Background: an optimization exercise with open tools, aiming at small area. Do not read the settings as production practice. Only simulation tests tie the RTL to the original design; equivalence was not proved. Power figures rest on the tool's default switching activity, not on a simulated workload.

## regfile_sb
module regfile_sb #(
  parameter int N  = 5,
  parameter int W  = 32,
  parameter int NR = 2
) (
  input  logic            clk,
  input  logic            rst,
  input  logic [NR*N-1:0] rd_addr,
  output logic [NR*W-1:0] rd_data,
  output logic [NR-1:0]   rd_ready,
  input  logic            we,
  input  logic [N-1:0]    wr_addr,
  input  logic [W-1:0]    wr_data,
  input  logic            alloc,
  input  logic [N-1:0]    alloc_addr,
  input  logic            clear_req,
  output logic            clear_busy,
  output logic            clear_done
);
Size: roughly 3500 cells after synthesis, ~1100 flip-flops, about 42000 um^2 of cells after synthesis.
==> flow/config.mk <==
export PLATFORM = sky130hd
export DESIGN_NAME = regfile_sb
export DESIGN_NICKNAME = regfile_sb
export VERILOG_FILES = /design/flow/design.v
export SDC_FILE = /design/flow/constraint.sdc
export NUM_CORES = 4
export LEC_CHECK = 0
export CAP_MARGIN = 10
export CORE_MARGIN = 2
export CORE_UTILIZATION = 40
export PLACE_DENSITY = 0.8
export SETUP_SLACK_MARGIN = 0.3
export SLEW_MARGIN = 10
export SYNTH_HIERARCHICAL = 1
==> flow/constraint.sdc <==
create_clock -name core_clock -period 6.5 [get_ports {clk}]
set_input_delay 1.3000 -clock core_clock [delete_from_list [all_inputs] [get_ports {clk}]]
set_output_delay 1.3000 -clock core_clock [all_outputs]
set_load 0.01 [all_outputs]
standard.sh (not shown) runs the stock make flow with config.mk's settings and CLKGATE_MAP_FILE= SYNTH_SCRIPT=/design/flow/synth_recipe.tcl, a recipe that flattens the netlist after the stock synthesis.
==> flow/flow/run.sh <==
#!/bin/bash
# Own layout flow: the standard flow (standard.sh), with these changes to the
# ORFS steps it runs:
#  - port buffers use the smallest buffer cell (every port still gets a buffer);
#  - clock tree synthesis clusters more sinks per buffer and inserts no dummy loads;
# Each tool's output goes to a log file of its own in this folder.
set -euo pipefail
export BUFFER_PORTS_ARGS="-buffer_cell sky130_fd_sc_hd__buf_1"
export CTS_ARGS="-sink_clustering_enable -repair_clock_nets -dont_use_dummy_load -sink_clustering_size 18 -sink_clustering_max_diameter 50 -buf_list sky130_fd_sc_hd__clkbuf_8"
bash standard.sh synth > synth.log 2>&1
bash standard.sh > layout.log 2>&1
==> next run, changes <==
--- a/flow/flow/run.sh
+++ b/flow/flow/run.sh
@@ -8,3 +8,3 @@
 export BUFFER_PORTS_ARGS="-buffer_cell sky130_fd_sc_hd__buf_1"
-export CTS_ARGS="-sink_clustering_enable -repair_clock_nets -dont_use_dummy_load -sink_clustering_size 18 -sink_clustering_max_diameter 50 -buf_list sky130_fd_sc_hd__clkbuf_8"
+export CTS_ARGS="-sink_clustering_enable -repair_clock_nets -dont_use_dummy_load -sink_clustering_size 16 -sink_clustering_max_diameter 60 -buf_list sky130_fd_sc_hd__clkbuf_8"
 bash standard.sh synth > synth.log 2>&1
PLACE_DENSITY = 0.75   (was 0.8)
=>
- die area stays the same
- routed wire length is higher by about 1%
- worst setup slack gets worse by 0.093 ns
- combinational power hardly moves
- first-iteration DRC count goes down by about 7%
- flip-flop and latch count does not change
- area after synthesis is unchanged
- final cell count fell by 0.90%
- core utilization came out lower by 0.34 points
- design area decreases by 0.76%
==> next run, changes <==
PLACE_DENSITY = not set   (was 0.75)
Effect:
- worst setup slack gains 0.12 ns
- maximum frequency rose slightly
- worst hold slack gains 0.0039 ns
- first-iteration DRC count fell by roughly a tenth
- clock skew rose by 0.012 ns
- sequential power stays flat
- die area stays the same
- register-to-register slack loses 0.35 ns
==> next run, changes <==
CAP_MARGIN = 3   (was 10)
PLACE_DENSITY = 0.75   (was not set)
SLEW_MARGIN = 3   (was 10)
Result:
- clock-buffer cell count decreases by 4
- sequential cell count is unchanged
- routed wire length decreases by about 5%
- worst setup slack loses 0.050 ns
- power decreases by 0.72%
- cell area hardly moves
- global-route usage decreases by 1.9 points
- worst hold slack gains 0.0052 ns
- first-iteration DRC count increases by about 14%
- final cell count stays flat
==> next run, changes <==
--- a/flow/flow/run.sh
+++ b/flow/flow/run.sh
@@ -8,3 +8,3 @@
 export BUFFER_PORTS_ARGS="-buffer_cell sky130_fd_sc_hd__buf_1"
-export CTS_ARGS="-sink_clustering_enable -repair_clock_nets -dont_use_dummy_load -sink_clustering_size 16 -sink_clustering_max_diameter 60 -buf_list sky130_fd_sc_hd__clkbuf_8"
+export CTS_ARGS="-sink_clustering_enable -repair_clock_nets -dont_use_dummy_load -sink_clustering_size 9 -sink_clustering_max_diameter 35 -buf_list sky130_fd_sc_hd__clkbuf_4"
 bash standard.sh synth > synth.log 2>&1
CAP_MARGIN = 10   (was 3)
SLEW_MARGIN = 10   (was 3)
After rerunning:
- final cell count grows slightly
- routed wire length increases slightly
- power is about the same
- design area hardly moves
- critical path depth stays the same
- count of clock-buffer cells in the layout grows by 71
- global-route usage came out higher by 0.12 points
- worst hold slack is about the same
- die area does not change
- sequential power barely changes
- via count increases slightly

rev 12:
regfile_sb, a different RTL version from the one above (not shown whole).
For scale: about 3500 cells after synthesis, about 1100 flip-flops, ~130 I/O pins.
clock: 6.5 ns
lec_check: 0
cap_margin: 10
core_margin: 2
core_utilization: 55
setup_slack_margin: 0.3
slew_margin: 10
synth_hierarchical: 1
==> flow/flow/run.sh <==
#!/bin/bash
# Own layout flow: the standard flow (standard.sh), with these changes to the
# ORFS steps it runs:
#  - port buffers use the smallest buffer cell (every port still gets a buffer);
#  - clock tree synthesis clusters more sinks per buffer and inserts no dummy loads;
# Each tool's output goes to a log file of its own in this folder.
set -euo pipefail
export BUFFER_PORTS_ARGS="-buffer_cell sky130_fd_sc_hd__buf_1"
export CTS_ARGS="-sink_clustering_enable -repair_clock_nets -dont_use_dummy_load -sink_clustering_size 16 -sink_clustering_max_diameter 60 -buf_list sky130_fd_sc_hd__clkbuf_8"
bash standard.sh synth > synth.log 2>&1
bash standard.sh > layout.log 2>&1
Rev 12 | stages: all done | timing, DRC, antenna: all pass
For rev 13, these inputs were changed with respect to rev 12:
-- flow/flow/run.sh --
<<< rev 12, line 6
>>> rev 13, line 6
#  - after global routing, gates on paths with positive slack are downsized
#    (ORFS's RECOVER_POWER step).
<<< rev 12, line 10
>>> rev 13, line 12
export RECOVER_POWER=100
Notes after the runs:
- Apart from rev 13, each of rev 12 and rev 13 ends the flow with a layout that passes the timing, design-rule and antenna checks.
- On routed wire length, rev 12 and rev 13 are neck and neck.
- Rev 13: number of max-cap violations higher than rev 12
- On rev 13: required time of the worst setup path is 1.90 ns higher than what rev 12 gave.
- Where design area is concerned, rev 12 is outperformed by rev 13.
- Rev 13 -> rev 12: detailed placer's ending HPWL delta 0, exact match
- Between rev 13 and rev 12, the total chip power does not differ in any meaningful way.
- As far as met1 routing resource usage after global routing goes, rev 13 and rev 12 are indistinguishable; the numbers are identical.
- Critical path depth, rev 12 and rev 13, higher one = rev 12.

==> static timing again, ports no longer ideal <==
In the flow no input, the clock included, has a driving cell. The finished layouts below were timed again as built, in two steps.
Step 1 (the two cells are an assumption about what drives the block):
set clk [get_ports {clk}]
set_driving_cell -lib_cell sky130_fd_sc_hd__clkbuf_16 $clk
set_driving_cell -lib_cell sky130_fd_sc_hd__buf_2 [delete_from_list [all_inputs] $clk]
Step 2 times the ports against the registers' clock, not the clock port: input delays grow and output delays shrink by t, the midpoint of the rising clock arrivals with the driver on.
Slacks: ideal / step 1 / step 2; pairs: ideal / step 1.
run	t, ns	setup WS [ns]	worst hold slack (ns)	cell pins on the clock port's net
the first run of note 1	0.818	0.225 / 0.194 / 0.194	0.492 / 0.492 / 0.492	1
the second run of note 1	0.814	0.132 / 0.108 / 0.108	0.467 / 0.467 / 0.467	1
the third run of note 1	0.820	0.255 / 0.234 / 0.234	0.471 / 0.471 / 0.471	1
the fourth run of note 1	0.815	0.205 / 0.181 / 0.181	0.476 / 0.476 / 0.476	1
the fifth run of note 1	1.147	0.146 / 0.125 / 0.125	0.473 / 0.434 / 0.473	1
rev 12	0.789	0.348 / 0.322 / 0.322	0.483 / 0.483 / 0.483	1
rev 13	0.788	-0.159 / -0.117 / -0.905	0.483 / 0.483 / 0.483	1
For rev 13, which loses most, drivers alone change the setup slack by +0.042 ns; drivers and shift together by -0.746 ns.
